Context: an optimization exercise on an open-source flow, tuned for small area. The choices shown serve that exercise and are no tape-out recipe. Only simulation tests tie the RTL to the original design; equivalence was not proved. No activity file was given, so power comes from the tool's default toggle rates.

<file path="flow/config.mk">
export PLATFORM = sky130hd
export DESIGN_NAME = instruction_memory_sync
export DESIGN_NICKNAME = instruction_memory_sync
export VERILOG_FILES = /design/flow/design.v
export SDC_FILE = /design/flow/constraint.sdc
export NUM_CORES = 4
export LEC_CHECK = 0
export CAP_MARGIN = 20
export CORE_MARGIN = 2
export CORE_UTILIZATION = 60
export SLEW_MARGIN = 20
export SYNTH_HIERARCHICAL = 1
</file>
<file path="flow/constraint.sdc">
create_clock -name core_clock -period 5.0 [get_ports {clk}]
set_input_delay 1.0000 -clock core_clock [delete_from_list [all_inputs] [get_ports {clk}]]
set_output_delay 1.0000 -clock core_clock [all_outputs]
set_load 0.01 [all_outputs]
</file>
<file path="flow/design.v">
module imem_array
#(
    parameter int DATA_W = 32,
    parameter int DEPTH  = 64
) (
    input  logic              clk,
    input  logic [DEPTH-1:0]  wset,
    input  logic [DEPTH-1:0]  wkeep,
    input  logic [DATA_W-1:0] wdata,
    input  logic [DEPTH-1:0]  rsel_n,
    output logic [DATA_W-1:0] rdata
);
    logic [DEPTH-1:0] col_q [DATA_W];
    logic [DEPTH-1:0] ref_q;
    for (genvar r = 0; r < DEPTH; r++) begin : g_row
        for (genvar b = 0; b < DATA_W; b++) begin : g_bit
            imem_cell u_cell (
                .clk  (clk),
                .set  (wset[r]),
                .keep (wkeep[r]),
                .d    (wdata[b]),
                .q    (col_q[b][r])
            );
        end
        imem_cell u_ref (
            .clk  (clk),
            .set  (wset[r]),
            .keep (wkeep[r]),
            .d    (1'b0),
            .q    (ref_q[r])
        );
    end
    logic [DATA_W-1:0] rd_col;
    logic              rd_ref;
    for (genvar b = 0; b < DATA_W; b++) begin : g_rd
        imem_col_read #(.DEPTH(DEPTH)) u_rd (.d(col_q[b]), .sel_n(rsel_n), .y(rd_col[b]));
    end
    imem_col_read #(.DEPTH(DEPTH)) u_rd_ref (.d(ref_q), .sel_n(rsel_n), .y(rd_ref));
    assign rdata = rd_col ^ {DATA_W{rd_ref}};
endmodule
module imem_col_read
#(
    parameter int DEPTH = 64
) (
    input  logic [DEPTH-1:0] d,
    input  logic [DEPTH-1:0] sel_n,
    output logic             y
);
    assign y = &(d | sel_n);
endmodule
module imem_cell (
    input  logic clk,
    input  logic set,
    input  logic keep,
    input  logic d,
    output logic q
);
    always_ff @(posedge clk) begin
        q <= ~((set | q) & (keep | d));
    end
endmodule
module instruction_memory_sync
#(
    parameter int                DATA_W    = 32,
    parameter int                ADDR_W    = 32,
    parameter int                DEPTH     = 64,
    parameter logic [DATA_W-1:0] NOP_INSTR = DATA_W'(32'h0000_0000)
) (
    input  logic                     clk,
    input  logic                     reset,
    input  logic [ADDR_W-1:0]        pc_i,
    input  logic                     rd_en,
    input  logic                     stall,
    input  logic                     flush,
    input  logic                     ld_en,
    input  logic                     ld_we,
    input  logic [$clog2(DEPTH)-1:0] ld_addr,
    input  logic [DATA_W-1:0]        ld_data,
    output logic [DATA_W-1:0]        instr_o,
    output logic                     instr_valid,
    output logic                     fault_misaligned,
    output logic                     fault_range,
    output logic                     ld_busy,
    output logic [$clog2(DEPTH):0]   ld_count
);
    localparam int AW = $clog2(DEPTH);
    localparam int CW = AW + 1;
    logic [1:0]        state;
    logic              misaligned;
    logic              out_of_range;
    logic              in_run;
    logic              in_load;
    logic              run_go;
    logic              fetch;
    logic              hold;
    logic              ld_wr;
    logic [DEPTH-1:0]  wset;
    logic [DEPTH-1:0]  wkeep;
    logic [DEPTH-1:0]  rsel_n;
    logic [DATA_W-1:0] mem_rdata;
    logic [DATA_W-1:0] instr_q;
    assign misaligned   = (pc_i[1:0] != 2'b00);
    assign out_of_range = (pc_i[ADDR_W-1:AW+2] != '0);
    assign in_run       = (state == 2'b00);
    assign in_load      = (state == 2'b01);
    assign run_go       = !reset && in_run && !ld_en && !flush;
    assign fetch        = run_go && !stall && rd_en && !misaligned && !out_of_range;
    assign hold         = run_go && stall;
    assign ld_wr        = ld_en && ld_we && !reset;
    always_ff @(posedge clk) begin
        if (reset) begin
            state <= 2'b00;
        end else begin
            case (state)
                2'b00:   state <= ld_en ? 2'b01 : 2'b00;
                2'b01:   state <= ld_en ? 2'b01 : 2'b10;
                default: state <= 2'b00;
            endcase
        end
    end
    always_ff @(posedge clk) begin
        if (!run_go) begin
            instr_valid      <= 1'b0;
            fault_misaligned <= 1'b0;
            fault_range      <= 1'b0;
        end else if (!stall) begin
            instr_valid      <= rd_en && !misaligned && !out_of_range;
            fault_misaligned <= rd_en && misaligned;
            fault_range      <= rd_en && !misaligned && out_of_range;
        end
    end
    always_ff @(posedge clk) begin
        if (reset || (in_run && ld_en)) begin
            ld_count <= '0;
        end else if (in_load && ld_wr && ld_count != CW'(DEPTH)) begin
            ld_count <= ld_count + CW'(1);
        end
    end
    for (genvar r = 0; r < DEPTH; r++) begin : g_dec
        assign wset[r]  = in_load && ld_wr && (ld_addr == AW'(r));
        assign wkeep[r] = !(state[0] && ld_wr && (ld_addr == AW'(r)));
        assign rsel_n[r] = !(fetch && (pc_i[AW+1:2] == AW'(r)));
    end
    imem_array #(
        .DATA_W (DATA_W),
        .DEPTH  (DEPTH)
    ) u_array (
        .clk   (clk),
        .wset  (wset),
        .wkeep (wkeep),
        .wdata (ld_data),
        .rsel_n (rsel_n),
        .rdata (mem_rdata)
    );
    always_ff @(posedge clk) begin
        instr_q <= mem_rdata | (hold ? instr_q : '0);
    end
    assign instr_o = instr_q | (instr_valid ? DATA_W'(0) : NOP_INSTR);
    assign ld_busy = !in_run;
endmodule
</file>
<file path="flow/run.sh">
#!/bin/bash
# synth_recipe.tcl (not shown) runs the flow's synth.tcl, then flattens the netlist and writes it again
# the make line also repeats each setting of config.mk as NAME=value (left out here)
make -C /OpenROAD-flow-scripts/flow DESIGN_CONFIG=/design/flow/config.mk WORK_HOME=/design/flow/orfs CLKGATE_MAP_FILE= SYNTH_SCRIPT=/design/flow/synth_recipe.tcl finish
</file>
==> results of run 1 <==
## through the flow
step	util [%]	area [sq um]	total power [mW]	worst slack, ns	TNS (ns)
after floorplan	-	68700	18.38	1.176	0
after detailed placement	65.86	74300	18.99	0.08856	0
final	72.21	81450	34.95	0.5471	0
after CTS	72.17	81420	34.84	0.9259	0
after global routing	72.20	81440	35.67	0.6760	0
after global placement	65.86	74290	18.95	-0.06248	-1.097
## worst paths after layout
kind                                     endpoint  slack [ns]  cells after the start
min reg2reg  u_array.g_row[26].g_bit[25].u_cell.q        0.45                      1
max                                   instr_q[31]        0.55                     12
max reg2reg                           instr_q[31]        0.90                     15
min          u_array.g_row[26].g_bit[25].u_cell.q        0.45                      1
## logic make-up after synthesis
logic type / after synthesis
and+or+nand+nor: 978
other: 1
muxes: 4
xor gates and xnor gates: 34
buffers and inverters: 43
adders and majority gates: 2
DFF: 2156
AOI/OAI and AO/OA: 3208
## registers in the layout (all words and copies together), names as in the netlist
signal / count
u_array.g_row.g_bit.u_cell.q: 2048
u_array.g_row.u_ref.q: 64
instr_q: 32
ld_count: 7
state: 2
fault_misaligned: 1
fault_range: 1
instr_valid: 1
## per-module statistics from Yosys (local to each module, per instance), a selection
module,cells inside,flip-flops and latches,area (sq um),copies in the design
instruction_memory_sync,449,44,2869,1
imem_cell,2,1,26.28,2112
## layer usage
layer | vias up | track usage [%] | share of wire (%)
met5 | - | 0 | 0.025
met4 | 12 | 28.22 | 6.8
met3 | 952 | 14.75 | 14
met2 | 5027 | 66.60 | 42
met1 | 32527 | 61.97 | 37
li1 | 27927 | - | -
## layout by cell type, fill, tap and decap left out, types with 57 or more instances in the layout
master	instances
buf_4	274
dfxtp_1	2156
nor2_1	496
nand3_1	105
nand4_1	104
nor2_2	57
conb_1	64
nand2_1	86
clkbuf_16	205
o22ai_1	3168
clkdlybuf4s50_1	87
## final cells by class
class	count	area, sq um	area share, %
well taps	1500	1877	2.304
inverters	4	15.01	0.01843
multi-input cells	4290	25540	31.35
flip-flops and latches	2156	43160	52.99
diodes	4	10.01	0.01229
clock buffers	279	5828	7.155
repair buffers	401	3736	4.587
clock inverters	94	1287	1.581
## cell usage after synthesis, drive strengths merged
cell type     n
o22ai      3168
dfxtp      2156
nor2        560
nand3       105
nand4       104
nand2        86
nor4         73
a21o         34
xor2         32
clkbuf       25
buf          14
nand2b       14
nor3         12
nor2b         9
or3           5
inv           4
mux2i         4
o21ai         4
nor4b         3
and2          2
and3          2
ha            2
xnor2         2
a211oi        1
a21oi         1
conb          1
nand4b        1
or2           1
or3b          1
## power by group through the flow
| stage | Sequential [mW] | Clock, mW | Combinational [mW] |
|---|---|---|---|
| 2_1_floorplan | 18.0 | 0 | 0.348 |
| 3_3_place_gp | 18.1 | 0 | 0.891 |
| 3_5_place_dp | 18.1 | 0 | 0.916 |
| 4_1_cts | 17.7 | 16.2 | 0.917 |
| 5_1_grt | 17.7 | 17.0 | 0.977 |
| 6_report | 17.7 | 16.3 | 0.965 |
## critical path, stage by stage
cell and delay (ns):
clkdlybuf4s50_1 0.65, nand2b_1 0.31, nor3_1 1.08, nand3_1 0.30, buf_4 0.38, o22ai_1 0.26, nor2_1 0.17, nand4_1 0.32
nor4_4 0.13, buf_4 0.21, xor2_1 0.17, a21o_1 0.16
==> flow_metrics.tcl, run 1 <==
set metrics [dict create \
    synth_top_family_by_area "compound AO/OA/AOI/OAI gates" \
    dpl.hpwl_mm 169.0 \
    yosys_warnings 10 \
    worstHoldStart "u_array.g_row[26].g_bit[25].u_cell.q" \
    cts-root-buf "clkbuf_16" \
    endpoint_kind "register" \
    ant_nets 0 \
    wl_mm 284.9 \
    mappedNetlistArea_sq_um 68460 \
    slew-limit-headroom_pct 6.435 \
    pin_count 120 \
    cp.arrival_ns 5.17 \
    slew_viol_final 0 \
    fmax_mhz 224.6 \
    syn_to_final_growth_pct 18.98 \
    dieArea_sq_um 116800 \
    nets 7134 \
    cts_tree "done" \
    via_per_inst 7.613 \
    cts_hold_buf 0 \
    post-place-cells 8350 \
    combPwrFrac_pct 2.8 \
    coreArea_sq_um 112800 \
    outcome "complete, no violations" \
    hold_class "reg2reg" \
    hold_ws_ns 0.4544 \
    setup_viol 0 \
    syn_area_per_cell_sq_um 10.65 \
    hold_viol 0 \
    cp-startpoint "pc_i[3]" \
    drc 0 \
    htreeDepth 4 \
    post-cts-setup-buffers 0 \
    antenna_found_initial 10 \
    synthAdderAreaFrac_pct 0.03655 \
    grt_pass1_vias 59779 \
    initial_core_util_pct 60.69 \
    finalCritPeriodShare_pct 89.06 \
    path_max_fanout 33 \
    clock_sinks 2156 \
    fillers 8421 \
    synth_area_leaders "dfxtp_1, o22ai_1, nor2_1" \
    grt_util_all_layers_pct 46.73 \
    crit_path_start_kind "primary input" \
    synth_compound_area_share_pct 29.38 \
    worst_pin_slew_ns 1.393 \
    rsz0062_at_grt "false" \
    path_clk_slew_ns 0.06 \
    overflow 0 \
    p_int_mw 27.36 \
    routedWlPerCell_um 32.64 \
    switching_share_pct 21.72 \
    gp_congestion 1.011 \
    ys_seq_elements 2156 \
    grt_max_degree 65 \
    ctsResizeCount 0 \
    synth-xor-area-share_pct 0.4350 \
    core.rowCount 123 \
    r2r_start "state[1]" \
    clkPwrFrac_pct 46.6 \
    synthSimpleGateAreaFrac_pct 6.711 \
    vias 66445 \
    crit_type "in2reg" \
    power_leakage_nw 31.98 \
    clockBufferDepth 3 \
    ys_types 36 \
    period_needed_ns 4.453 \
    synth.top_cell.area_share_pct 63.04 \
    portBuffers 119 \
    p_per_area_nw_per_um2 429.1 \
    cap_violations 0 \
    p_switching_mw 7.593 \
    synth.area.mux_share_pct 0.05848 \
    layout.cells.non_filler 8728 \
    worstPathRequired_ns 5.71 \
    power_frac_seq_pct 50.6 \
    drtIter0Drc 10408 \
    first_pass_iters 7 \
    finClkSkew_ns 0.02061 \
    drive_gt1_share_pct 10.60 \
    yosysTopAreaCell "dfxtp_1" \
    ys_seq_area_share_pct 63.04 \
    peakVddDrop_mv 0.4064 \
    numCtsBuffers 202 \
    grt_pass1_wl_mm 407.9 \
    synthCells 6426 \
    clock_latency_ns 0.83 \
    die_h_um 341.8 \
    die_x_um 341.8 \
]
==> run 2: changes to the inputs <==
--- a/flow/design.v
+++ b/flow/design.v
@@ -22,11 +22,10 @@
                 .q    (col_q[b][r])
             );
         end
-        imem_cell u_ref (
+        imem_ref_cell u_ref (
             .clk  (clk),
             .set  (wset[r]),
             .keep (wkeep[r]),
-            .d    (1'b0),
             .q    (ref_q[r])
         );
     end
@@ -57,6 +56,16 @@
 );
     always_ff @(posedge clk) begin
         q <= ~((set | q) & (keep | d));
+    end
+endmodule
+module imem_ref_cell (
+    input  logic clk,
+    input  logic set,
+    input  logic keep,
+    output logic q
+);
+    always_ff @(posedge clk) begin
+        q <= ~((set | q) & keep);
     end
 endmodule
 module instruction_memory_sync
--- a/flow/config.mk
+++ b/flow/config.mk
@@ -7,6 +7,9 @@
 export LEC_CHECK = 0
 export CAP_MARGIN = 20
 export CORE_MARGIN = 2
-export CORE_UTILIZATION = 60
+export CORE_UTILIZATION = 50
+export CTS_BUF_LIST = sky130_fd_sc_hd__clkbuf_16
+export CTS_CLUSTER_DIAMETER = 50
+export CTS_CLUSTER_SIZE = 28
 export SLEW_MARGIN = 20
 export SYNTH_HIERARCHICAL = 1
==> run 2 against run 1 <==
Critical endpoint is now instr_q[2]. Via count decreased by 2.0%. Clock skew increased by 0.024 ns. Cell count up 1.9%. Die area up 20%. Clock power down 13%. Final area shrank 1.1%. Still clean on timing, DRC and antenna. First-iteration DRC count decreased by 13%. Register-to-register slack better by 0.06 ns.
==> flow_metrics.tcl, run 2 <==
set metrics [dict create \
    post-place-cells 8588 \
    path_clk_slew_ns 0.07 \
    ys_seq_elements 2156 \
    portBuffers 119 \
    die_x_um 373.8 \
    ys_types 36 \
    drtIter0Drc 9013 \
    endpoint_kind "register" \
    grt_pass1_wl_mm 416.6 \
    grt_max_degree 66 \
    grt_util_all_layers_pct 39.73 \
    power.total_mw 32.79 \
    finClkSkew_ns 0.04414 \
    crit_type "in2reg" \
    wl_mm 290.9 \
    synth.top_cell.area_share_pct 63.12 \
    rsz0062_at_grt "false" \
    finalCritPeriodShare_pct 84.14 \
    ant_nets 0 \
    numCtsBuffers 166 \
    cts_tree "done" \
    fmax_mhz 237.7 \
    routedWlPerCell_um 32.70 \
    setup_viol 0 \
    p_per_area_nw_per_um2 407.1 \
    die_h_um 373.8 \
    slew_viol_final 0 \
    yosys_warnings 11 \
    cts_hold_buf 0 \
    ys.flop_type "dfxtp_1" \
    preCtsSetupSlack_ns 0.1277 \
    power_frac_seq_pct 53.9 \
    via_per_inst 7.321 \
    clock_latency_ns 0.82 \
    synth-edff-count 0 \
    vias 65129 \
    layout.cells.non_filler 8896 \
    first_pass_iters 6 \
    pin_count 120 \
    drc 0 \
    hold_viol 0 \
    clkPwrFrac_pct 43.2 \
    yosys-top-cells-count "o22ai_1, dfxtp_1, nor2_1" \
    coreArea_sq_um 135600 \
    gp_congestion 0.9818 \
    dieArea_sq_um 139700 \
    critPathTopFamily "simple AND/OR/NAND/NOR gates" \
    yosys.cell_count.top_type "o22ai_1" \
    grt_pass1_vias 59214 \
    clockBufferDepth 3 \
    crit_top_cell "nand3_1" \
    combPwrFrac_pct 2.8 \
    period_needed_ns 4.207 \
    regMostFlops "u_array.g_row.g_bit.u_cell.q" \
    ys_seq_area_share_pct 63.12 \
    clock_sinks 2156 \
    power_leakage_nw 31.25 \
    path_cells "clkdlybuf4s50_1 -> nor3_1 -> nand3_1 -> nor3_2 -> buf_12 -> nand3_1 -> buf_4 -> o22ai_1 -> nor4_1 -> nand3_1 -> nor4_4 -> buf_12 -> xor2_1 -> a21o_1" \
    synthCells 6425 \
    cp_num_buf_inv 4 \
    worst_pin_slew_ns 1.193 \
    antenna_found_initial 13 \
    htreeDepth 4 \
    syn_area_per_cell_sq_um 10.64 \
    largest_reg_flops 2048 \
    ctsResizeCount 0 \
    slowest_delay_ns 0.65 \
    final_common_cell "o22ai_1" \
    hold_class "reg2reg" \
    core.rowCount 135 \
    final_core_util_pct 59.38 \
    switching_share_pct 23.90 \
    outcome "complete, no violations" \
    worstPathRequired_ns 5.70 \
    drive_gt1_share_pct 10.35 \
    slew-limit-headroom_pct 20.49 \
    initial_core_util_pct 50.41 \
    fin_tns_setup_ns 0 \
    top_regs "u_array.g_row.g_bit.u_cell.q x2048, u_array.g_row.u_ref.q x64, instr_q x32" \
    synth_area_leaders "dfxtp_1, o22ai_1, nor2_1" \
    p_switching_mw 7.835 \
    cts-root-buf "clkbuf_16" \
    yosysTopAreaCell "dfxtp_1" \
    mappedNetlistArea_sq_um 68380 \
    async_flop_share_pct 0 \
    cp.arrival_ns 4.90 \
    dpl.hpwl_mm 175.0 \
    nets 7054 \
    overflow 0 \
    cap_violations 0 \
    p_int_mw 24.95 \
    syn_to_final_growth_pct 17.78 \
    peakVddDrop_mv 0.2793 \
    path_max_fanout 65 \
    final_cell_mix "o22ai_1, dfxtp_1, nor2_1, buf_4, clkbuf_16" \
    crit_path_start_kind "primary input" \
    layout_setup_ws_ns 0.7930 \
    slowest_stage "nor4_1" \
    post-cts-setup-buffers 0 \
]
[run 2: through the flow]
stage	cell area, sq um	hold WS [ns]
floorplan	68380	0.4168
global placement	74700	0.4270
detailed placement	74700	0.4312
CTS	80520	0.4418
global route	80520	0.4500
finish	80530	0.4436
[run 2: cells by family after synthesis]
logic type	after synthesis	share of synthesized area [%]
AOI/OAI and AO/OA	3208	29.30
DFF	2156	63.12
and+or+nand+nor	978	6.719
buffers and inverters	43	0.3312
xor gates and xnor gates	34	0.4355
muxes	4	0.05856
adders and majority gates	2	0.03659
[run 2: area by class of cell]
class / count / area (sq um)
inverters: 4 / 15.01
fillers: 11610 / 55100
multi-input cells: 4226 / 25230
well taps: 1781 / 2228
repair buffers: 421 / 4066
flip-flops and latches: 2156 / 43160
clock inverters: 130 / 1491
diodes: 5 / 12.51
clock buffers: 173 / 4329
[run 2: per-module statistics from Yosys, one instance, submodules excluded, a selection]
module,cells,flops+latches
instruction_memory_sync,449,44
imem_ref_cell,2,1
imem_cell,2,1
[run 2: power groups by stage]
stage	sequential (mW)	clock [mW]	combinational, mW
2_1_floorplan	18.0	0	0.340
3_3_place_gp	18.1	0	0.879
3_5_place_dp	18.1	0	0.903
4_1_cts	17.7	14.2	0.902
5_1_grt	17.7	14.9	0.955
6_report	17.7	14.2	0.930
[run 2: routing by layer]
layer / up-vias / track usage [%] / wire, um
met4: 18 / 21.01 / 17220
met5: - / 0 / 233
met3: 677 / 10.78 / 35330
met1: 32552 / 54.79 / 116500
li1: 27758 / - / -
met2: 4124 / 56.67 / 121600
[run 2: worst paths after layout]
check / start / to / slack, ns / cells past startpoint
setup / recovery: ld_en / instr_q[2] / 0.79 / 14
setup reg to reg: state[1] / instr_q[2] / 0.96 / 13
hold / removal: u_array.g_row[13].u_ref.q / u_array.g_row[13].u_ref.q / 0.44 / 1
hold reg to reg: u_array.g_row[13].u_ref.q / u_array.g_row[13].u_ref.q / 0.44 / 1
==> run 3: changes to the inputs <==
==> flow/config.mk (replaced) <==
export PLATFORM = sky130hd
export DESIGN_NAME = instruction_memory_sync
export DESIGN_NICKNAME = instruction_memory_sync
export VERILOG_FILES = /design/flow/design.v
export SDC_FILE = /design/flow/constraint.sdc
export NUM_CORES = 4
export LEC_CHECK = 0
export CAP_MARGIN = 10
export CORE_MARGIN = 2
export CORE_UTILIZATION = 50
export CTS_BUF_LIST = sky130_fd_sc_hd__clkbuf_8
export CTS_CLUSTER_DIAMETER = 40
export CTS_CLUSTER_SIZE = 18
export SLEW_MARGIN = 10
export SYNTH_HIERARCHICAL = 1
==> run 3 against run 2 <==
Sequential power about the same. First-iteration DRC count up 1.6%. Total power down 1.2%. Register-to-register slack better by 0.06 ns. Fmax up 5.8%. Area after synthesis unchanged. Via count up 0.37%. Non-clock buffer count unchanged. Routed wire length up 0.17%.
==> flow_metrics.tcl, run 3 <==
set metrics [dict create \
    fillers 11729 \
    peakVddDrop_mv 0.2553 \
    worstHoldPathCells 2 \
    final_cell_mix "o22ai_1, dfxtp_1, nor2_1, buf_4, clkbuf_8" \
    synth-edff-count 0 \
    rsz0062_at_grt "false" \
    grt_use_met2_pct 56.65 \
    grt_pass1_vias 59907 \
    vias 65367 \
    top_regs "u_array.g_row.g_bit.u_cell.q x2048, u_array.g_row.u_ref.q x64, instr_q x32" \
    ys.flop_type "dfxtp_1" \
    finClkSkew_ns 0.04289 \
    path_clk_slew_ns 0.08 \
    yosys.cell_count.top_type "o22ai_1" \
    overflow 0 \
    r2r_cells 13 \
    cts_tree "done" \
    clock_sinks 2156 \
    die_x_um 373.8 \
    mappedNetlistArea_sq_um 68380 \
    htreeDepth 4 \
    portBuffers 119 \
    slowest_stage "nor4_1" \
    yosys_warnings 11 \
    worst_pin_slew_ns 1.298 \
    initial_core_util_pct 50.41 \
    grt_most_used_layer "met2" \
    pin_count 120 \
    crit_type "reg2reg" \
    nets 7128 \
    cp.arrival_ns 4.85 \
    seqCellArea_sq_um 43160 \
    grt_max_degree 66 \
    yosys-top-cells-count "o22ai_1, dfxtp_1, nor2_1" \
    ys_seq_elements 2156 \
    regMostFlops "u_array.g_row.g_bit.u_cell.q" \
    syn_area_per_cell_sq_um 10.64 \
    first_pass_iters 8 \
    path_cells "nor2_1 -> nand3_1 -> nor3_2 -> buf_12 -> nand3_1 -> buf_4 -> o22ai_1 -> nor4_1 -> nand3_1 -> nor4_4 -> buf_12 -> xor2_1 -> a21o_1" \
    post-cts-setup-buffers 0 \
    ff2ff_setup_slack_ns 1.02 \
    dpl.hpwl_mm 175.1 \
    post-place-cells 8588 \
    p_per_area_nw_per_um2 402.4 \
    numCtsBuffers 240 \
    cts-root-buf "clkbuf_8" \
    core.rowCount 135 \
    synth_area_leaders "dfxtp_1, o22ai_1, nor2_1" \
    clockBufferDepth 3 \
    synthCells 6425 \
    slew-limit-headroom_pct 13.48 \
    cp_num_buf_inv 3 \
    ys_seq_area_share_pct 63.12 \
    drc 0 \
    clock_latency_ns 1.01 \
    multiInputGateArea_sq_um 25230 \
    critPathTopFamily "simple AND/OR/NAND/NOR gates" \
    coreArea_sq_um 135600 \
    largest_reg_flops 2048 \
    via_per_inst 7.221 \
    grt_util_all_layers_pct 39.84 \
    yosysTopAreaCell "dfxtp_1" \
    drive_gt1_share_pct 12.24 \
    slowest_delay_ns 0.61 \
    ys_types 36 \
    async_flop_share_pct 0 \
    setup_viol 0 \
    hold_class "in2reg" \
    synth.top_cell.area_share_pct 63.12 \
    drtIter0Drc 9160 \
    endpoint_kind "register" \
    gp_congestion 0.9818 \
    outcome "complete, no violations" \
    met1_usage_pct 54.44 \
    worstPathRequired_ns 5.87 \
    final_common_cell "o22ai_1" \
    die_h_um 373.8 \
    hold_viol 0 \
    finalCritPeriodShare_pct 79.51 \
    cap_violations 0 \
    syn_to_final_growth_pct 17.77 \
    power_leakage_nw 31.38 \
    slew_viol_final 0 \
    fmax_mhz 251.5 \
    grt_pass1_wl_mm 418.2 \
    cts_hold_buf 0 \
    antenna_found_initial 12 \
    dieArea_sq_um 139700 \
    grt_use_met3_pct 11.44 \
    routedWlPerCell_um 32.19 \
    wl_mm 291.4 \
    path_depth 13 \
    crit_path_start_kind "register" \
    fin_tns_setup_ns 0 \
    layout.cells.non_filler 9052 \
    ctsResizeCount 0 \
    path_max_fanout 65 \
    crit_top_cell "nand3_1" \
    period_needed_ns 3.976 \
    ant_nets 0 \
]
[run 3: final timing paths]
check,startpoint,to
worst max-delay path,state[1],instr_q[29]
worst min-delay path,ld_data[16],u_array.g_row[30].g_bit[16].u_cell.q
worst max register to register,state[1],instr_q[29]
worst min register to register,u_array.g_row[33].u_ref.q,u_array.g_row[33].u_ref.q
[run 3: layout make-up]
type	instances	share of cell area [%]
repair buffers	421	5.050
diodes	6	0.01865
clock inverters	194	2.705
inverters	4	0.01865
clock buffers	264	4.512
well taps	1781	2.767
multi-input cells	4226	31.33
flip-flops and latches	2156	53.60
[run 3: kinds of logic after synthesis]
group | after synthesis | synth area share [%]
compound gates | 3208 | 29.30
xor+xnor | 34 | 0.4355
fa+ha+maj | 2 | 0.03659
buf+inv | 43 | 0.3312
flops | 2156 | 63.12
mux | 4 | 0.05856
simple gates | 978 | 6.719
[run 3: modules after synthesis (local to each module, per instance), a selection]
module / cell area [sq um] / flip-flops and latches / times used / cells
imem_cell: 26.28 / 1 / 2048 / 2
instruction_memory_sync: 2869 / 44 / 1 / 449
imem_ref_cell: 25.02 / 1 / 64 / 2
[run 3: power breakdown]
part | switching, mW | total, mW | leakage (nW) | internal (mW)
clock network | 7.25 | 13.8 | 2.94 | 6.54
registers | 0.180 | 17.7 | 19.7 | 17.5
logic | 0.609 | 0.931 | 8.78 | 0.322
[run 3: metrics by stage]
| step | hold slack (ns) | util, % | instance area [sq um] | worst slack [ns] | power (mW) |
|---|---|---|---|---|---|
| after floorplan | 0.4168 | - | 68380 | 1.176 | 18.37 |
| after global placement | 0.4270 | 55.07 | 74700 | 0.1309 | 18.94 |
| after detailed placement | 0.4312 | 55.07 | 74700 | 0.1469 | 18.98 |
| after CTS | 0.3473 | 59.36 | 80510 | 1.072 | 32.44 |
| after global routing | 0.3703 | 59.36 | 80520 | 0.9090 | 33.23 |
| final | 0.4041 | 59.37 | 80530 | 1.024 | 32.40 |
[run 3: layer usage]
layer | vias up | routed length (um) | share of wire, %
li1 | 27932 | - | -
met2 | 4166 | 121100 | 42
met4 | 6 | 17820 | 6.1
met3 | 727 | 35060 | 12
met5 | - | 36 | 0.012
met1 | 32536 | 117300 | 40
==> run 4: changes to the inputs <==
--- a/flow/design.v
+++ b/flow/design.v
@@ -7,7 +7,7 @@
     input  logic [DEPTH-1:0]  wset,
     input  logic [DEPTH-1:0]  wkeep,
     input  logic [DATA_W-1:0] wdata,
-    input  logic [DEPTH-1:0]  rsel_n,
+    input  logic              wref,
     output logic [DATA_W-1:0] rdata
 );
     logic [DEPTH-1:0] col_q [DATA_W];
@@ -22,19 +22,20 @@
                 .q    (col_q[b][r])
             );
         end
-        imem_ref_cell u_ref (
+        imem_cell u_ref (
             .clk  (clk),
             .set  (wset[r]),
             .keep (wkeep[r]),
+            .d    (wref),
             .q    (ref_q[r])
         );
     end
     logic [DATA_W-1:0] rd_col;
     logic              rd_ref;
     for (genvar b = 0; b < DATA_W; b++) begin : g_rd
-        imem_col_read #(.DEPTH(DEPTH)) u_rd (.d(col_q[b]), .sel_n(rsel_n), .y(rd_col[b]));
+        imem_col_read #(.DEPTH(DEPTH)) u_rd (.d(col_q[b]), .sel_n(wkeep), .y(rd_col[b]));
     end
-    imem_col_read #(.DEPTH(DEPTH)) u_rd_ref (.d(ref_q), .sel_n(rsel_n), .y(rd_ref));
+    imem_col_read #(.DEPTH(DEPTH)) u_rd_ref (.d(ref_q), .sel_n(wkeep), .y(rd_ref));
     assign rdata = rd_col ^ {DATA_W{rd_ref}};
 endmodule
 module imem_col_read
@@ -56,16 +57,6 @@
 );
     always_ff @(posedge clk) begin
         q <= ~((set | q) & (keep | d));
-    end
-endmodule
-module imem_ref_cell (
-    input  logic clk,
-    input  logic set,
-    input  logic keep,
-    output logic q
-);
-    always_ff @(posedge clk) begin
-        q <= ~((set | q) & keep);
     end
 endmodule
 module instruction_memory_sync
@@ -105,7 +96,6 @@
     logic              ld_wr;
     logic [DEPTH-1:0]  wset;
     logic [DEPTH-1:0]  wkeep;
-    logic [DEPTH-1:0]  rsel_n;
     logic [DATA_W-1:0] mem_rdata;
     logic [DATA_W-1:0] instr_q;
     assign misaligned   = (pc_i[1:0] != 2'b00);
@@ -145,10 +135,17 @@
             ld_count <= ld_count + CW'(1);
         end
     end
+    logic [AW-1:0]     row_addr;
+    logic [DATA_W-1:0] wdata;
+    logic              row_wr;
+    logic              row_act;
+    assign row_addr = state[0] ? ld_addr : pc_i[AW+1:2];
+    assign row_wr   = in_load && ld_wr;
+    assign row_act  = (state[0] && ld_wr) || fetch;
+    assign wdata    = ld_data | {DATA_W{!state[0]}};
     for (genvar r = 0; r < DEPTH; r++) begin : g_dec
-        assign wset[r]  = in_load && ld_wr && (ld_addr == AW'(r));
-        assign wkeep[r] = !(state[0] && ld_wr && (ld_addr == AW'(r)));
-        assign rsel_n[r] = !(fetch && (pc_i[AW+1:2] == AW'(r)));
+        assign wset[r]  = row_wr && (row_addr == AW'(r));
+        assign wkeep[r] = !(row_act && (row_addr == AW'(r)));
     end
     imem_array #(
         .DATA_W (DATA_W),
@@ -157,12 +154,12 @@
         .clk   (clk),
         .wset  (wset),
         .wkeep (wkeep),
-        .wdata (ld_data),
-        .rsel_n (rsel_n),
+        .wdata (wdata),
+        .wref  (!state[0]),
         .rdata (mem_rdata)
     );
     always_ff @(posedge clk) begin
-        instr_q <= mem_rdata | (hold ? instr_q : '0);
+        instr_q <= (fetch ? mem_rdata : '0) | (hold ? instr_q : '0);
     end
     assign instr_o = instr_q | (instr_valid ? DATA_W'(0) : NOP_INSTR);
     assign ld_busy = !in_run;
==> flow/flow/run.sh (new file) <==
#!/bin/bash
# The standard layout (standard.sh), with two changes passed to ORFS through
# its own variables:
#  - CTS: clock buffers of one type (clkbuf_16) in sink clusters of up to 32
#    flip-flops, and no dummy loads added for balancing;
#  - port buffering: every input and output port still gets its own buffer,
#    a buf_1 instead of the default choice.
# Each tool's full output goes to the ORFS logs under orfs/logs/; the make
# output of the whole run goes to standard.log here.
set -euo pipefail
export CTS_ARGS="-sink_clustering_enable -repair_clock_nets -dont_use_dummy_load -buf_list sky130_fd_sc_hd__clkbuf_16 -sink_clustering_size 32 -sink_clustering_max_diameter 64"
export BUFFER_PORTS_ARGS="-buffer_cell sky130_fd_sc_hd__buf_1"
bash standard.sh > standard.log 2>&1
==> flow/standard.sh (new file) <==
#!/bin/bash
# synth_recipe.tcl (not shown) runs the flow's synth.tcl, then flattens the netlist and writes it again
# the make line also repeats each setting of config.mk as NAME=value (left out here)
make -C /OpenROAD-flow-scripts/flow DESIGN_CONFIG=/design/flow/config.mk WORK_HOME=/design/flow/orfs CLKGATE_MAP_FILE= SYNTH_SCRIPT=/design/flow/synth_recipe.tcl "${@:-finish}"
==> flow/config.mk (replaced) <==
export PLATFORM = sky130hd
export DESIGN_NAME = instruction_memory_sync
export DESIGN_NICKNAME = instruction_memory_sync
export VERILOG_FILES = /design/flow/design.v
export SDC_FILE = /design/flow/constraint.sdc
export NUM_CORES = 4
export LEC_CHECK = 0
export CAP_MARGIN = 20
export CORE_MARGIN = 2
export CORE_UTILIZATION = 50
export GPL_TIMING_DRIVEN = 0
export SLEW_MARGIN = 20
export SYNTH_HIERARCHICAL = 1
removed: flow/run.sh
==> run 4 against run 3 <==
Now fails the layout checks on setup timing. Clock power decreased by 25%. Global-route usage decreased by 5.4 points. Combinational power decreased by 4.0%. Area after synthesis increased by 0.65%. Routed wire length decreased by 13%. Final area increased by 3.2%. Critical endpoint is now instr_q[31].
==> flow_metrics.tcl, run 4 <==
set metrics [dict create \
    check-failures "setup timing" \
    cts_hold_buf 0 \
    path_clk_slew_ns 0.08 \
    nets 7033 \
    ant_nets 0 \
    fmax_mhz 194.6 \
    synth.top_cell.area_share_pct 62.72 \
    endpoint_kind "register" \
    cts_tree "done" \
    synth-edff-count 0 \
    p_per_area_nw_per_um2 346.2 \
    r2r_cells 15 \
    overflow 0 \
    dpl.hpwl_mm 176.3 \
    path_max_fanout 17 \
    synthCells 6423 \
    worst_pin_slew_ns 1.137 \
    cap_violations 0 \
    clock_sinks 2156 \
    coreArea_sq_um 137000 \
    numCtsBuffers 135 \
    initial_core_util_pct 50.24 \
    fillers 11141 \
    crit_type "reg2reg" \
    top_regs "u_array.g_row.g_bit.u_cell.q x2048, u_array.g_row.u_ref.q x64, instr_q x32" \
    cp.arrival_ns 5.88 \
    portBuffers 119 \
    die_x_um 375 \
    syn_to_final_growth_pct 20.73 \
    min_delay_worst_endpoint "u_array.g_row[49].g_bit[0].u_cell.q" \
    hold_viol 0 \
    power_frac_seq_pct 61.1 \
    ys_seq_elements 2156 \
    r2r_start "state[0]" \
    final_cell_mix "o22ai_1, dfxtp_1, nor2_1, buf_16, clkbuf_16" \
    grt_pass1_vias 57031 \
    power_leakage_nw 31.77 \
    drtIter0Drc 6410 \
    largest_reg_flops 2048 \
    combPwrFrac_pct 3.1 \
    vias 62284 \
    yosys.cell_count.top_type "o22ai_1" \
    setup_viol 11 \
    worstHoldStart "u_array.g_row[49].g_bit[0].u_cell.q" \
    regMostFlops "u_array.g_row.g_bit.u_cell.q" \
    ys.flop_type "dfxtp_1" \
    first_pass_iters 6 \
    dieArea_sq_um 140600 \
    via_per_inst 7.121 \
    ys_types 41 \
    worstHoldPathCells 1 \
    worstPathRequired_ns 5.74 \
    yosys_warnings 10 \
    ys_seq_area_share_pct 62.72 \
    rr_endpoint "instr_q[31]" \
    cp-startpoint "state[0]" \
    drive_gt1_share_pct 9.853 \
    routedWlPerCell_um 28.82 \
    grt_util_all_layers_pct 34.43 \
    gp_congestion 0.9774 \
    ff2ff_setup_slack_ns -0.14 \
    peakVddDrop_mv 0.2686 \
    layout_setup_ws_ns -0.1380 \
    drc 0 \
    clock_latency_ns 0.80 \
    clkPwrFrac_pct 35.8 \
    cts-root-buf "clkbuf_16" \
    htreeDepth 4 \
    core.rowCount 136 \
    synth_area_leaders "dfxtp_1, o22ai_1, nor2_1" \
    preCtsSetupSlack_ns -1.198 \
    p_switching_mw 6.199 \
    switching_share_pct 21.55 \
    mappedNetlistArea_sq_um 68820 \
    async_flop_share_pct 0 \
    yosysTopAreaCell "dfxtp_1" \
    final_core_util_pct 60.66 \
    hold_class "reg2reg" \
    clockBufferDepth 3 \
    die_h_um 375 \
    outcome "complete, but fails checks" \
    pin_count 120 \
    period_needed_ns 5.138 \
    p_int_mw 22.56 \
    finalCritPeriodShare_pct 102.8 \
    multiInputGateArea_sq_um 26920 \
    seqCellArea_sq_um 43160 \
    grt_max_degree 49 \
    n_antenna_cell 0 \
    hold_ws_ns 0.4546 \
    yosys-top-cells-count "o22ai_1, dfxtp_1, nor2_1" \
    grt_pass1_wl_mm 368.4 \
    crit_path_start_kind "register" \
    final_common_cell "o22ai_1" \
    slew-limit-headroom_pct 23.52 \
    finClkSkew_ns 0.05125 \
    antenna_found_initial 4 \
    wl_mm 252.1 \
    slew_viol_final 0 \
    syn_area_per_cell_sq_um 10.71 \
]
-- run 4: changes by cell type after synthesis, moves of 23 or more --
cell,change
o21ai_1,-40
a22o_1,+32
o21ai_0,+39
a21o_1,-31
nand2_1,-76
nor2_1,+37
nand3_1,-70
nand2b_1,+23
o22ai_1,+65
-- run 4: worst max path at each step --
| stage | to | depth (start not counted) |
|---|---|---|
| finish | instr_q[31] | 15 |
| global route | instr_q[15] | 16 |
| CTS | instr_q[15] | 15 |
| detailed placement | instr_q[15] | 16 |
| global placement | instr_q[15] | 14 |
| floorplan | instr_q[0] | 12 |
-- run 4: power groups by stage --
stage                     clock network (mW)  logic (mW)  registers [mW]
after floorplan                            0       0.494            17.9
after global placement                     0       0.744            18.0
after detailed placement                   0       0.856            18.0
after CTS                               10.4       0.862            17.6
after global routing                    11.0       0.926            17.6
final                                   10.3       0.894            17.6
-- run 4: metal layers --
layer	GRT usage (%)	wire, um
met1	47.30	106700
met2	50.13	106200
met3	9.401	26580
met4	16.06	12450
met5	0.8576	180
-- run 4: cell type report --
type                            count  area share, %
Sequential cell                  2156          51.94
Buffer                             44         0.3569
Timing Repair Buffer              393          8.503
Clock buffer                      135          4.066
Multi-Input combinational cell   4218          32.40
Tap cell                         1794          2.701
Inverter                            6        0.03012
-- run 4: what timing repair did --
item | 4_1_cts | 5_1_grt
cloned | 0 | 1
gates resized for setup | 11 | 10
setup endpoints to repair | 32 | 31
endpoints found under the hold margin | 0 | 0
setup buffers | 7 | 13
pin swaps | 4 | 6
-- run 4: per-stage QoR --
| step | power (mW) | TNS, ns | cell area (sq um) | cells |
|---|---|---|---|---|
| 3_5_place_dp | 18.83 | -33.66 | 79440 | 8590 |
| 6_report | 28.76 | -0.5548 | 83090 | 8746 |
| 3_3_place_gp | 18.71 | -2377.27 | 71750 | 8336 |
| 2_1_floorplan | 18.44 | 0 | 69060 | 6423 |
| 4_1_cts | 28.84 | 0 | 82940 | 8732 |
| 5_1_grt | 29.58 | -0.0005898 | 83090 | 8746 |
-- run 4: worst max-delay path: stages, from the launching register on --
cell	delay, ns
dfxtp_1	0.33
buf_4	0.19
buf_4	0.19
and4b_1	0.26
buf_2	0.28
clkbuf_2	0.49
o21ai_4	0.38
buf_16	0.20
buf_8	0.17
o22ai_1	0.13
nor4_2	0.71
nand3_1	0.46
nor4_2	0.36
buf_6	0.22
xor2_1	0.50
a22o_1	0.22
-- run 4: kinds of logic (layout without fill, tap and decap cells) --
family                   after synthesis  after routing  synth area share, %
AO/OA/AOI/OAI                       3291           3292                30.09
XOR/XNOR                              35             35               0.4454
adder cells (fa/ha/maj)                2              2              0.03636
buffers and inverters                 50            578               0.4436
flip-flops                          2156           2156                62.72
multiplexers                           4              4              0.05818
AND/OR/NAND/NOR                      885            885                6.212
-- run 4: per-module statistics from Yosys (local to each module, per instance), a selection --
module	cells inside	copies in the design	flops+latches	area, sq um
imem_cell	2	2112	1	26.28
instruction_memory_sync	447	1	44	3232
==> run 5: changes to the inputs <==
--- a/flow/config.mk
+++ b/flow/config.mk
@@ -8,6 +8,5 @@
 export CAP_MARGIN = 20
 export CORE_MARGIN = 2
 export CORE_UTILIZATION = 50
-export GPL_TIMING_DRIVEN = 0
 export SLEW_MARGIN = 20
 export SYNTH_HIERARCHICAL = 1
==> run 5 against run 4 <==
Now clean on timing, DRC and antenna. Synthesized cell count did not move. Clock power barely moved. Global-route usage up 0.83 points. Critical path type unchanged.
==> flow_metrics.tcl, run 5 <==
set metrics [dict create \
    dieArea_sq_um 140600 \
    path_clk_slew_ns 0.08 \
    ctsResizeCount 0 \
    dpl.hpwl_mm 160.3 \
    clockBufferDepth 3 \
    drtIter0Drc 6913 \
    synth_area_leaders "dfxtp_1, o22ai_1, nor2_1" \
    peakVddDrop_mv 0.2782 \
    finClkSkew_ns 0.06918 \
    nets 7048 \
    yosysTopAreaCell "dfxtp_1" \
    routedWlPerCell_um 29.44 \
    die_x_um 375 \
    setup_viol 0 \
    top_regs "u_array.g_row.g_bit.u_cell.q x2048, u_array.g_row.u_ref.q x64, instr_q x32" \
    hold_ws_ns 0.4555 \
    path_max_fanout 37 \
    grt_pass1_vias 56456 \
    synth-edff-count 0 \
    preCtsSetupSlack_ns -0.2974 \
    layout_setup_ws_ns 0.3475 \
    fmax_mhz 214.9 \
    endpoint_kind "register" \
    core.rowCount 136 \
    die_h_um 375 \
    hold_viol 0 \
    portBuffers 119 \
    crit_path_start_kind "register" \
    switching_share_pct 21.76 \
    vias 62349 \
    n_antenna_cell 0 \
    synthCells 6423 \
    layout.cells.non_filler 8761 \
    outcome "complete, no violations" \
    wl_mm 257.9 \
    p_int_mw 22.57 \
    cap_violations 0 \
    p_switching_mw 6.275 \
    post-place-cells 8623 \
    syn_area_per_cell_sq_um 10.71 \
    htreeDepth 4 \
    slowest_stage "o22ai_2" \
    slew_viol_final 0 \
    grt_util_all_layers_pct 35.25 \
    worstPathRequired_ns 5.69 \
    finalCritPeriodShare_pct 93.05 \
    yosys-top-cells-count "o22ai_1, dfxtp_1, nor2_1" \
    drc 0 \
    cp.arrival_ns 5.34 \
    gp_congestion 0.8760 \
    placed_area_sq_um 75610 \
    power_leakage_nw 30.20 \
    cts_hold_buf 0 \
    drive_gt1_share_pct 10.02 \
    first_pass_iters 5 \
    clkPwrFrac_pct 36.1 \
    overflow 0 \
    slew-limit-headroom_pct 19.68 \
    ant_nets 0 \
    ys_seq_area_share_pct 62.72 \
    design_area_sq_um 79060 \
    async_flop_share_pct 0 \
    seqCellArea_sq_um 43170 \
    grt_max_degree 66 \
    syn_to_final_growth_pct 14.88 \
    clock_sinks 2156 \
    regMostFlops "u_array.g_row.g_bit.u_cell.q" \
    worst_pin_slew_ns 1.205 \
    slowest_delay_ns 0.75 \
    ys_seq_elements 2156 \
    numCtsBuffers 136 \
    ys.flop_type "dfxtp_1" \
    combPwrFrac_pct 3.0 \
    hold_class "reg2reg" \
    mappedNetlistArea_sq_um 68820 \
    crit_type "reg2reg" \
    multiInputGateArea_sq_um 26580 \
    grt_pass1_wl_mm 375.6 \
    p_per_area_nw_per_um2 364.8 \
    period_needed_ns 4.652 \
    coreArea_sq_um 137000 \
    ys_types 41 \
    cts-root-buf "clkbuf_16" \
    synth.top_cell.area_share_pct 62.72 \
    final_cell_mix "o22ai_1, dfxtp_1, nor2_1, buf_4, clkbuf_16" \
    post-cts-setup-buffers 0 \
    cts_tree "done" \
    via_per_inst 7.117 \
    initial_core_util_pct 50.24 \
    yosys.cell_count.top_type "o22ai_1" \
    power_frac_seq_pct 61.0 \
    yosys_warnings 10 \
    pin_count 120 \
    crit_top_cell "nor2_1" \
    antenna_found_initial 6 \
    clock_latency_ns 0.81 \
    fillers 11854 \
    rsz0062_at_grt "false" \
    final_common_cell "o22ai_1" \
    final_core_util_pct 57.71 \
    path_cells "nor3b_2 -> o22ai_2 -> nor2_1 -> o21ai_4 -> buf_4 -> o22ai_1 -> nor2_1 -> nand4_1 -> nor4_2 -> xor2_1 -> a22o_1" \
    largest_reg_flops 2048 \
]
## run 5: cells by family (layout without fill, tap and decap cells)
family / after synthesis / count (layout) / share of synthesized area, %
buffers and inverters: 50 / 594 / 0.4436
and+or+nand+nor: 885 / 885 / 6.212
AOI/OAI and AO/OA: 3291 / 3291 / 30.09
muxes: 4 / 4 / 0.05818
adders and majority gates: 2 / 2 / 0.03636
DFF: 2156 / 2156 / 62.72
xor gates and xnor gates: 35 / 35 / 0.4454
## run 5: area by class of cell
type	count	area share, %
Sequential cell	2156	54.60
Multi-Input combinational cell	4217	33.62
Timing Repair Buffer	452	4.607
Clock buffer	136	4.305
Tap cell	1794	2.839
Inverter	6	0.02849
## run 5: power groups by stage
stage / combinational [mW] / sequential (mW) / clock (mW)
floorplan: 0.494 / 17.9 / 0
global placement: 0.812 / 18.0 / 0
detailed placement: 0.830 / 18.0 / 0
CTS: 0.830 / 17.6 / 10.5
global route: 0.883 / 17.6 / 11.1
finish: 0.855 / 17.6 / 10.4
## run 5: per-module statistics from Yosys, one instance, submodules excluded, a selection
module	times used	flip-flops and latches	cell area, sq um
imem_cell	2112	1	26.28
instruction_memory_sync	1	44	3232
## run 5: worst max-delay path: cells and delay by family (launching register included)
kind,cells,cell delay [ns]
compound gates,4,1.40
flops,1,0.72
simple gates,5,1.99
buf+inv,1,0.33
xor+xnor,1,0.11
## run 5: worst paths after layout
| check | depth (start not counted) | from | slack, ns | endpoint |
|---|---|---|---|---|
| hold reg to reg | 1 | u_array.g_row[41].g_bit[10].u_cell.q | 0.46 | u_array.g_row[41].g_bit[10].u_cell.q |
| hold / removal | 1 | u_array.g_row[41].g_bit[10].u_cell.q | 0.46 | u_array.g_row[41].g_bit[10].u_cell.q |
| setup / recovery | 11 | state[0] | 0.35 | instr_q[7] |
| setup reg to reg | 11 | state[0] | 0.35 | instr_q[7] |
## run 5: stage by stage
| step | power, mW | TNS, ns |
|---|---|---|
| global placement | 18.78 | -2.610 |
| CTS | 28.90 | 0 |
| detailed placement | 18.81 | -3.619 |
| global route | 29.59 | 0 |
| floorplan | 18.44 | 0 |
| finish | 28.84 | 0 |
## run 5: per-layer routing
metal	track usage [%]	wire length [um]	vias to the layer above	share of wire (%)
met5	0	26	-	0.010
met4	13.53	10340	4	4.0
met3	6.993	23640	443	9.2
met2	52.83	111100	2851	43
met1	50.06	112800	31329	44
li1	-	-	27722	-
==> run 6: changes to the inputs <==
==> flow/flow/run.sh (replaced) <==
#!/bin/bash
# The standard layout (standard.sh), with two changes passed to ORFS through
# its own variables:
#  - CTS: clock buffers of one type (clkbuf_16) in sink clusters of up to 34
#    flip-flops, and no dummy loads added for balancing;
#  - port buffering: every input and output port still gets its own buffer,
#    a buf_1 instead of the default choice.
# Each tool's full output goes to the ORFS logs under orfs/logs/; the make
# output of the whole run goes to standard.log here.
set -euo pipefail
export CTS_ARGS="-sink_clustering_enable -repair_clock_nets -dont_use_dummy_load -buf_list sky130_fd_sc_hd__clkbuf_16 -sink_clustering_size 34 -sink_clustering_max_diameter 72"
export BUFFER_PORTS_ARGS="-buffer_cell sky130_fd_sc_hd__buf_1"
bash standard.sh > standard.log 2>&1
==> run 6 against run 5 <==
Critical path type is now in2reg. Die area is the same. Largest power group unchanged. Sequential power is essentially flat. Register-to-register slack gained 0.05 ns. Largest cell class unchanged. Total power shrank 3.6%. Sequential share of layout area grew 0.42 points. Global-route usage shrank 0.17 points.
==> flow_metrics.tcl, run 6 <==
set metrics [dict create \
    finalCritPeriodShare_pct 92.99 \
    grt_pass1_vias 56039 \
    r2r_cells 14 \
    final_core_util_pct 57.28 \
    ff2ff_setup_slack_ns 0.40 \
    finClkSkew_ns 0.1083 \
    ys_seq_elements 2156 \
    synth-edff-count 0 \
    grt_max_degree 66 \
    critPathCapture "instr_q[11]" \
    cts-root-buf "clkbuf_16" \
    gp_congestion 0.8760 \
    setup_viol 0 \
    power_leakage_nw 29.90 \
    synth.top_cell.area_share_pct 62.72 \
    slowest_stage "o21ai_4" \
    worstPathRequired_ns 5.67 \
    endpoint_kind "register" \
    preCtsSetupSlack_ns -0.2974 \
    clockBufferDepth 3 \
    dpl.hpwl_mm 160.3 \
    fmax_mhz 215.1 \
    power.total_mw 27.80 \
    largest_reg_flops 2048 \
    layout_setup_ws_ns 0.3507 \
    hold_ws_ns 0.4564 \
    synthCells 6423 \
    async_flop_share_pct 0 \
    p_per_area_nw_per_um2 354.4 \
    peakVddDrop_mv 0.3054 \
    top_regs "u_array.g_row.g_bit.u_cell.q x2048, u_array.g_row.u_ref.q x64, instr_q x32" \
    cts_hold_buf 0 \
    slowest_delay_ns 0.72 \
    cap_violations 0 \
    crit_path_start_kind "primary input" \
    critPathTopFamily "simple AND/OR/NAND/NOR gates" \
    slew-limit-headroom_pct 19.00 \
    outcome "complete, no violations" \
    path_depth 16 \
    die_x_um 375 \
    yosysTopAreaCell "dfxtp_1" \
    yosys_warnings 10 \
    fin_tns_setup_ns 0 \
    overflow 0 \
    ys_types 41 \
    cts_tree "done" \
    post-cts-setup-buffers 0 \
    regMostFlops "u_array.g_row.g_bit.u_cell.q" \
    ys_seq_area_share_pct 62.72 \
    die_h_um 375 \
    clock_latency_ns 0.81 \
    hold_viol 0 \
    rr_endpoint "instr_q[11]" \
    dieArea_sq_um 140600 \
    yosys-top-cells-count "o22ai_1, dfxtp_1, nor2_1" \
    crit_top_cell "buf_4" \
    nets 7024 \
    via_per_inst 7.127 \
    crit_type "in2reg" \
    cp_num_buf_inv 6 \
    drc 0 \
    cp-startpoint "pc_i[25]" \
    initial_core_util_pct 50.24 \
    final_cell_mix "o22ai_1, dfxtp_1, nor2_1, buf_4, buf_1" \
    ctsResizeCount 0 \
    path_clk_slew_ns 0.08 \
    ys.flop_type "dfxtp_1" \
    ant_nets 0 \
    yosys.cell_count.top_type "o22ai_1" \
    routedWlPerCell_um 29.46 \
    r2r_start "state[0]" \
    hold_class "reg2reg" \
    grt_pass1_wl_mm 374.3 \
    first_pass_iters 9 \
    drtIter0Drc 7227 \
    drive_gt1_share_pct 9.708 \
    core.rowCount 136 \
    grt_util_all_layers_pct 35.09 \
    syn_area_per_cell_sq_um 10.71 \
    synth_area_leaders "dfxtp_1, o22ai_1, nor2_1" \
    wl_mm 257.4 \
    vias 62273 \
    clock_sinks 2156 \
    portBuffers 119 \
    period_needed_ns 4.649 \
    mappedNetlistArea_sq_um 68820 \
    worst_pin_slew_ns 1.215 \
    syn_to_final_growth_pct 14.01 \
    antenna_found_initial 5 \
    final_common_cell "o22ai_1" \
    path_cells "buf_1 -> nor4_2 -> nand4_1 -> buf_4 -> nor3_4 -> buf_12 -> buf_4 -> buf_4 -> o21ai_4 -> buf_12 -> o22ai_1 -> nor2_1 -> nand4_1 -> nor4_2 -> xor2_1 -> a22o_1" \
    pin_count 120 \
    numCtsBuffers 112 \
    cp.arrival_ns 5.32 \
    path_max_fanout 31 \
    coreArea_sq_um 137000 \
    htreeDepth 3 \
    rsz0062_at_grt "false" \
    slew_viol_final 0 \
]
[run 6: cell counts after synthesis]
No cell type changed its count.
[run 6: layout make-up]
type | instances | area, sq um
inverter | 6 | 22.52
antenna | 1 | 2.502
fill | 11907 | 58520
sequential | 2156 | 43170
timing repair buffer | 452 | 3642
clock buffer | 112 | 2803
multi-input combinational | 4217 | 26580
tap | 1794 | 2245
[run 6: kinds of logic (layout without fill, tap and decap cells)]
family	Yosys count	after routing	share of synthesized area [%]
mux	4	4	0.05818
buf+inv	50	570	0.4436
other cells	0	1	0
simple gates	885	885	6.212
fa+ha+maj	2	2	0.03636
flops	2156	2156	62.72
compound gates	3291	3291	30.09
xor+xnor	35	35	0.4454
[run 6: how the worst min path moves through the flow]
stage,start,end,slack (ns),depth (start not counted)
3_3_place_gp,u_array.g_row[31].g_bit[27].u_cell.q,u_array.g_row[31].g_bit[27].u_cell.q,0.44,1
3_5_place_dp,u_array.g_row[9].g_bit[21].u_cell.q,u_array.g_row[9].g_bit[21].u_cell.q,0.45,1
2_1_floorplan,u_array.g_row[17].g_bit[0].u_cell.q,u_array.g_row[17].g_bit[0].u_cell.q,0.44,1
5_1_grt,u_array.g_row[23].g_bit[28].u_cell.q,u_array.g_row[23].g_bit[28].u_cell.q,0.47,1
6_report,u_array.g_row[54].g_bit[2].u_cell.q,u_array.g_row[54].g_bit[2].u_cell.q,0.46,1
4_1_cts,u_array.g_row[8].u_ref.q,u_array.g_row[8].u_ref.q,0.46,1
[run 6: through the flow]
| step | cells | cell area, sq um |
|---|---|---|
| final | 8738 | 78460 |
| after global routing | 8737 | 78460 |
| after floorplan | 6423 | 69060 |
| after detailed placement | 8623 | 75610 |
| after CTS | 8735 | 78410 |
| after global placement | 8623 | 75600 |
[run 6: layer usage]
metal | GRT usage (%) | wire length [um] | vias up
met5 | 0 | 13 | -
met2 | 52.75 | 110900 | 2987
met1 | 50.74 | 112300 | 31204
met3 | 5.714 | 23880 | 424
li1 | - | - | 27656
met4 | 12.80 | 10300 | 2
[run 6: power by group]
part | leakage (nW) | total, mW | internal (mW) | switching [mW]
Combinational | 8.83 | 0.855 | 0.299 | 0.556
Clock | 1.38 | 9.36 | 3.97 | 5.39
Sequential | 19.7 | 17.6 | 17.4 | 0.150
[run 6: Yosys stat by module, one instance, submodules excluded, excerpt]
module | area, sq um | times used | cells inside | flip-flops and latches
instruction_memory_sync | 3232 | 1 | 447 | 44
imem_cell | 26.28 | 2112 | 2 | 1
==> run 7: changes to the inputs <==
--- a/flow/design.v
+++ b/flow/design.v
@@ -8,7 +8,8 @@
     input  logic [DEPTH-1:0]  wkeep,
     input  logic [DATA_W-1:0] wdata,
     input  logic              wref,
-    output logic [DATA_W-1:0] rdata
+    output logic [DATA_W-1:0] rdata,
+    output logic              rref
 );
     logic [DEPTH-1:0] col_q [DATA_W];
     logic [DEPTH-1:0] ref_q;
@@ -30,13 +31,10 @@
             .q    (ref_q[r])
         );
     end
-    logic [DATA_W-1:0] rd_col;
-    logic              rd_ref;
     for (genvar b = 0; b < DATA_W; b++) begin : g_rd
-        imem_col_read #(.DEPTH(DEPTH)) u_rd (.d(col_q[b]), .sel_n(wkeep), .y(rd_col[b]));
+        imem_col_read #(.DEPTH(DEPTH)) u_rd (.d(col_q[b]), .sel_n(wkeep), .y(rdata[b]));
     end
-    imem_col_read #(.DEPTH(DEPTH)) u_rd_ref (.d(ref_q), .sel_n(wkeep), .y(rd_ref));
-    assign rdata = rd_col ^ {DATA_W{rd_ref}};
+    imem_col_read #(.DEPTH(DEPTH)) u_rd_ref (.d(ref_q), .sel_n(wkeep), .y(rref));
 endmodule
 module imem_col_read
 #(
@@ -96,8 +94,12 @@
     logic              ld_wr;
     logic [DEPTH-1:0]  wset;
     logic [DEPTH-1:0]  wkeep;
+    logic [1:0]        state_next;
+    logic              wfill;
     logic [DATA_W-1:0] mem_rdata;
+    logic              mem_rref;
     logic [DATA_W-1:0] instr_q;
+    logic              iref_q;
     assign misaligned   = (pc_i[1:0] != 2'b00);
     assign out_of_range = (pc_i[ADDR_W-1:AW+2] != '0);
     assign in_run       = (state == 2'b00);
@@ -106,16 +108,20 @@
     assign fetch        = run_go && !stall && rd_en && !misaligned && !out_of_range;
     assign hold         = run_go && stall;
     assign ld_wr        = ld_en && ld_we && !reset;
-    always_ff @(posedge clk) begin
+    always_comb begin
         if (reset) begin
-            state <= 2'b00;
+            state_next = 2'b00;
         end else begin
             case (state)
-                2'b00:   state <= ld_en ? 2'b01 : 2'b00;
-                2'b01:   state <= ld_en ? 2'b01 : 2'b10;
-                default: state <= 2'b00;
+                2'b00:   state_next = ld_en ? 2'b01 : 2'b00;
+                2'b01:   state_next = ld_en ? 2'b01 : 2'b10;
+                default: state_next = 2'b00;
             endcase
         end
+    end
+    always_ff @(posedge clk) begin
+        state <= state_next;
+        wfill <= !state_next[0];
     end
     always_ff @(posedge clk) begin
         if (!run_go) begin
@@ -142,7 +148,7 @@
     assign row_addr = state[0] ? ld_addr : pc_i[AW+1:2];
     assign row_wr   = in_load && ld_wr;
     assign row_act  = (state[0] && ld_wr) || fetch;
-    assign wdata    = ld_data | {DATA_W{!state[0]}};
+    assign wdata    = ld_data | {DATA_W{wfill}};
     for (genvar r = 0; r < DEPTH; r++) begin : g_dec
         assign wset[r]  = row_wr && (row_addr == AW'(r));
         assign wkeep[r] = !(row_act && (row_addr == AW'(r)));
@@ -155,12 +161,14 @@
         .wset  (wset),
         .wkeep (wkeep),
         .wdata (wdata),
-        .wref  (!state[0]),
-        .rdata (mem_rdata)
+        .wref  (wfill),
+        .rdata (mem_rdata),
+        .rref  (mem_rref)
     );
     always_ff @(posedge clk) begin
         instr_q <= (fetch ? mem_rdata : '0) | (hold ? instr_q : '0);
+        iref_q  <= (fetch && mem_rref) || (hold && iref_q);
     end
-    assign instr_o = instr_q | (instr_valid ? DATA_W'(0) : NOP_INSTR);
+    assign instr_o = (instr_q ^ {DATA_W{iref_q}}) | (instr_valid ? DATA_W'(0) : NOP_INSTR);
     assign ld_busy = !in_run;
 endmodule
==> run 7 against run 6 <==
Via count about the same. Sequential share of layout area decreased by 0.80 points. Non-clock buffer count rose by 30. Clock power about the same. Largest power group unchanged.
==> flow_metrics.tcl, run 7 <==
set metrics [dict create \
    outcome "complete, no violations" \
    synth_area_leaders "dfxtp_1, o22ai_1, nor2_1" \
    core.rowCount 136 \
    peakVddDrop_mv 0.2899 \
    clock_sinks 2158 \
    overflow 0 \
    n_antenna_cell 0 \
    pin_count 120 \
    top_regs "u_array.g_row.g_bit.u_cell.q x2048, u_array.g_row.u_ref.q x64, instr_q x32" \
    power_leakage_nw 30.55 \
    ys_types 41 \
    cap_violations 0 \
    min_delay_worst_endpoint "u_array.g_row[36].g_bit[14].u_cell.q" \
    numCtsBuffers 113 \
    rr_endpoint "instr_q[23]" \
    initial_core_util_pct 50.21 \
    final_common_cell "o22ai_1" \
    yosys.cell_count.top_type "o22ai_1" \
    grt_most_used_layer "met2" \
    preCtsSetupSlack_ns 0.08499 \
    setup_viol 0 \
    crit_type "reg2reg" \
    period_needed_ns 4.529 \
    syn_to_final_growth_pct 15.72 \
    final_cell_mix "o22ai_1, dfxtp_1, nor2_1, buf_4, buf_12" \
    slew-limit-headroom_pct 6.719 \
    finClkSkew_ns 0.08670 \
    wl_mm 255.5 \
    vias 62331 \
    clock_latency_ns 0.78 \
    grt_pass1_vias 56427 \
    p_per_area_nw_per_um2 348.8 \
    grt_pass1_wl_mm 372.7 \
    slowest_stage "nor4_1" \
    async_flop_share_pct 0 \
    r2r_cells 12 \
    ys_seq_elements 2158 \
    ys.flop_type "dfxtp_1" \
    largest_reg_flops 2048 \
    hold_viol 0 \
    yosys_warnings 10 \
    drive_gt1_share_pct 10.15 \
    worstHoldPathCells 1 \
    synth-edff-count 0 \
    rsz0062_at_grt "false" \
    dpl.hpwl_mm 160.0 \
    ant_nets 0 \
    r2r_start "state[0]" \
    die_x_um 375.1 \
    cts-root-buf "clkbuf_16" \
    routedWlPerCell_um 29.13 \
    ys_seq_area_share_pct 62.73 \
    portBuffers 119 \
    path_max_fanout 63 \
    grt_use_met2_pct 52.73 \
    layout_setup_ws_ns 0.4706 \
    endpoint_kind "register" \
    grt_max_degree 67 \
    syn_area_per_cell_sq_um 10.72 \
    drtIter0Drc 6460 \
    ctsResizeCount 0 \
    post-cts-setup-buffers 0 \
    nets 7059 \
    yosys-top-cells-count "o22ai_1, dfxtp_1, nor2_1" \
    die_h_um 375.1 \
    fmax_mhz 220.8 \
    cp.arrival_ns 5.21 \
    mappedNetlistArea_sq_um 68870 \
    clockBufferDepth 3 \
    synth.top_cell.area_share_pct 62.73 \
    met1_usage_pct 49.34 \
    fin_tns_setup_ns 0 \
    cts_hold_buf 0 \
    slowest_delay_ns 1.16 \
    via_per_inst 7.106 \
    hold_class "reg2reg" \
    worstPathRequired_ns 5.68 \
    path_clk_slew_ns 0.08 \
    ff2ff_setup_slack_ns 0.47 \
    slew_viol_final 0 \
    synthCells 6427 \
    grt_util_all_layers_pct 34.93 \
    dieArea_sq_um 140700 \
    antenna_found_initial 4 \
    grt_use_met3_pct 6.668 \
    crit_path_start_kind "register" \
    fillers 11926 \
    power.total_mw 27.79 \
    first_pass_iters 5 \
    worstHoldStart "u_array.g_row[36].g_bit[14].u_cell.q" \
    cts_tree "done" \
    gp_congestion 0.9272 \
    drc 0 \
    coreArea_sq_um 137200 \
    worst_pin_slew_ns 1.386 \
    htreeDepth 3 \
    path_cells "buf_4 -> nor3_4 -> o22ai_1 -> nor2_1 -> o21ai_4 -> buf_12 -> o22ai_1 -> nor4_1 -> nand3_1 -> buf_12 -> nor4_2 -> a22o_1" \
    regMostFlops "u_array.g_row.g_bit.u_cell.q" \
    finalCritPeriodShare_pct 90.59 \
    yosysTopAreaCell "dfxtp_1" \
]
## run 7: Yosys stat by module (local to each module, per instance), a selection
module                   area [sq um]  flip-flops and latches
imem_cell                       26.28                       1
instruction_memory_sync          3631                      46
## run 7: cell type report
type | count | area [sq um] | area share, %
Timing Repair Buffer | 482 | 4925 | 6.180
Sequential cell | 2158 | 43210 | 54.22
Clock buffer | 113 | 2828 | 3.548
Tap cell | 1794 | 2245 | 2.817
Multi-Input combinational cell | 4219 | 26470 | 33.21
Inverter | 6 | 22.52 | 0.02826
## run 7: per-layer routing
| metal | share of wire, % | up-vias |
|---|---|---|
| met3 | 9.1 | 415 |
| met1 | 43 | 31386 |
| met4 | 4.4 | 0 |
| met5 | 0 | - |
| met2 | 43 | 2787 |
| li1 | - | 27743 |
## run 7: cell families (layout without fill, tap and decap cells)
kind of cell | count (synthesis) | in the layout | synth area share (%)
compound gates | 3292 | 3292 | 30.06
xor+xnor | 35 | 35 | 0.4451
fa+ha+maj | 2 | 2 | 0.03633
buf+inv | 50 | 601 | 0.4088
flops | 2158 | 2158 | 62.73
mux | 4 | 4 | 0.05814
simple gates | 886 | 886 | 6.264
## run 7: critical path, delay by kind of cell (launching register included)
family / cells / cell delay, ns
buffers and inverters: 3 / 0.90
and+or+nand+nor: 5 / 1.99
DFF: 1 / 0.46
AOI/OAI and AO/OA: 4 / 1.10
## run 7: how the worst max path moves through the flow
| stage | start | end | slack, ns | cells past startpoint |
|---|---|---|---|---|
| 2_1_floorplan | rd_en | iref_q | 0.21 | 11 |
| 3_3_place_gp | reset | instr_q[0] | 0.13 | 13 |
| 3_5_place_dp | reset | instr_q[0] | 0.08 | 13 |
| 4_1_cts | reset | instr_q[0] | 0.86 | 13 |
| 5_1_grt | state[0] | instr_q[15] | 0.63 | 12 |
| 6_report | state[0] | instr_q[23] | 0.47 | 12 |
## run 7: report_power, final
group          leakage [nW]  switching (mW)  internal (mW)
registers              19.7           0.148           17.4
clock network          1.39            5.37           4.00
logic                  9.45           0.535          0.294
## run 7: through the flow
stage                     area (sq um)  std cells  util, %  hold WS [ns]
final                            79690       8772    58.11        0.4564
after global routing             79690       8772    58.11        0.4660
after CTS                        79590       8769    58.03        0.4568
after detailed placement         76760       8656    55.97        0.4460
after global placement           76740       8655    55.95        0.4392
after floorplan                  68870       6427        -        0.4352

## re-timing with driven ports
No port has a modelled driver above. Below, the same layouts with a new extraction and two added sets of constraints. Step 1: set_driving_cell puts a clkbuf_16 on clk and a buf_2 on each other input, an assumption about the parent block. Step 2 moves the port delays by t, midway between the first and last clock arrival at a register: inputs arrive t later, outputs are due t later. That takes back most of the time a late clock gives input paths. Three values: ideal ports, drivers, drivers and shift; two values: the first two.
run	t, ns	setup WS [ns]	worst setup path at the end
run 1	0.897	0.547 / 0.606 / -0.291	input to register
run 2	0.883	0.793 / 0.841 / -0.042	input to register
run 3	1.059	1.024 / 1.024 / 0.021	input to register
run 4	0.859	-0.138 / -0.138 / -0.728	input to register
run 5	0.856	0.348 / 0.348 / -0.437	input to register
run 6	0.845	0.351 / 0.399 / -0.433	input to register
run 7	0.820	0.471 / 0.471 / -0.087	input to register
With both steps, setup timing fails in 5 of these runs, where it was met with ideal ports. For run 3, which loses most, drivers alone change the setup slack by 0.000 ns; drivers and shift together by -1.003 ns.
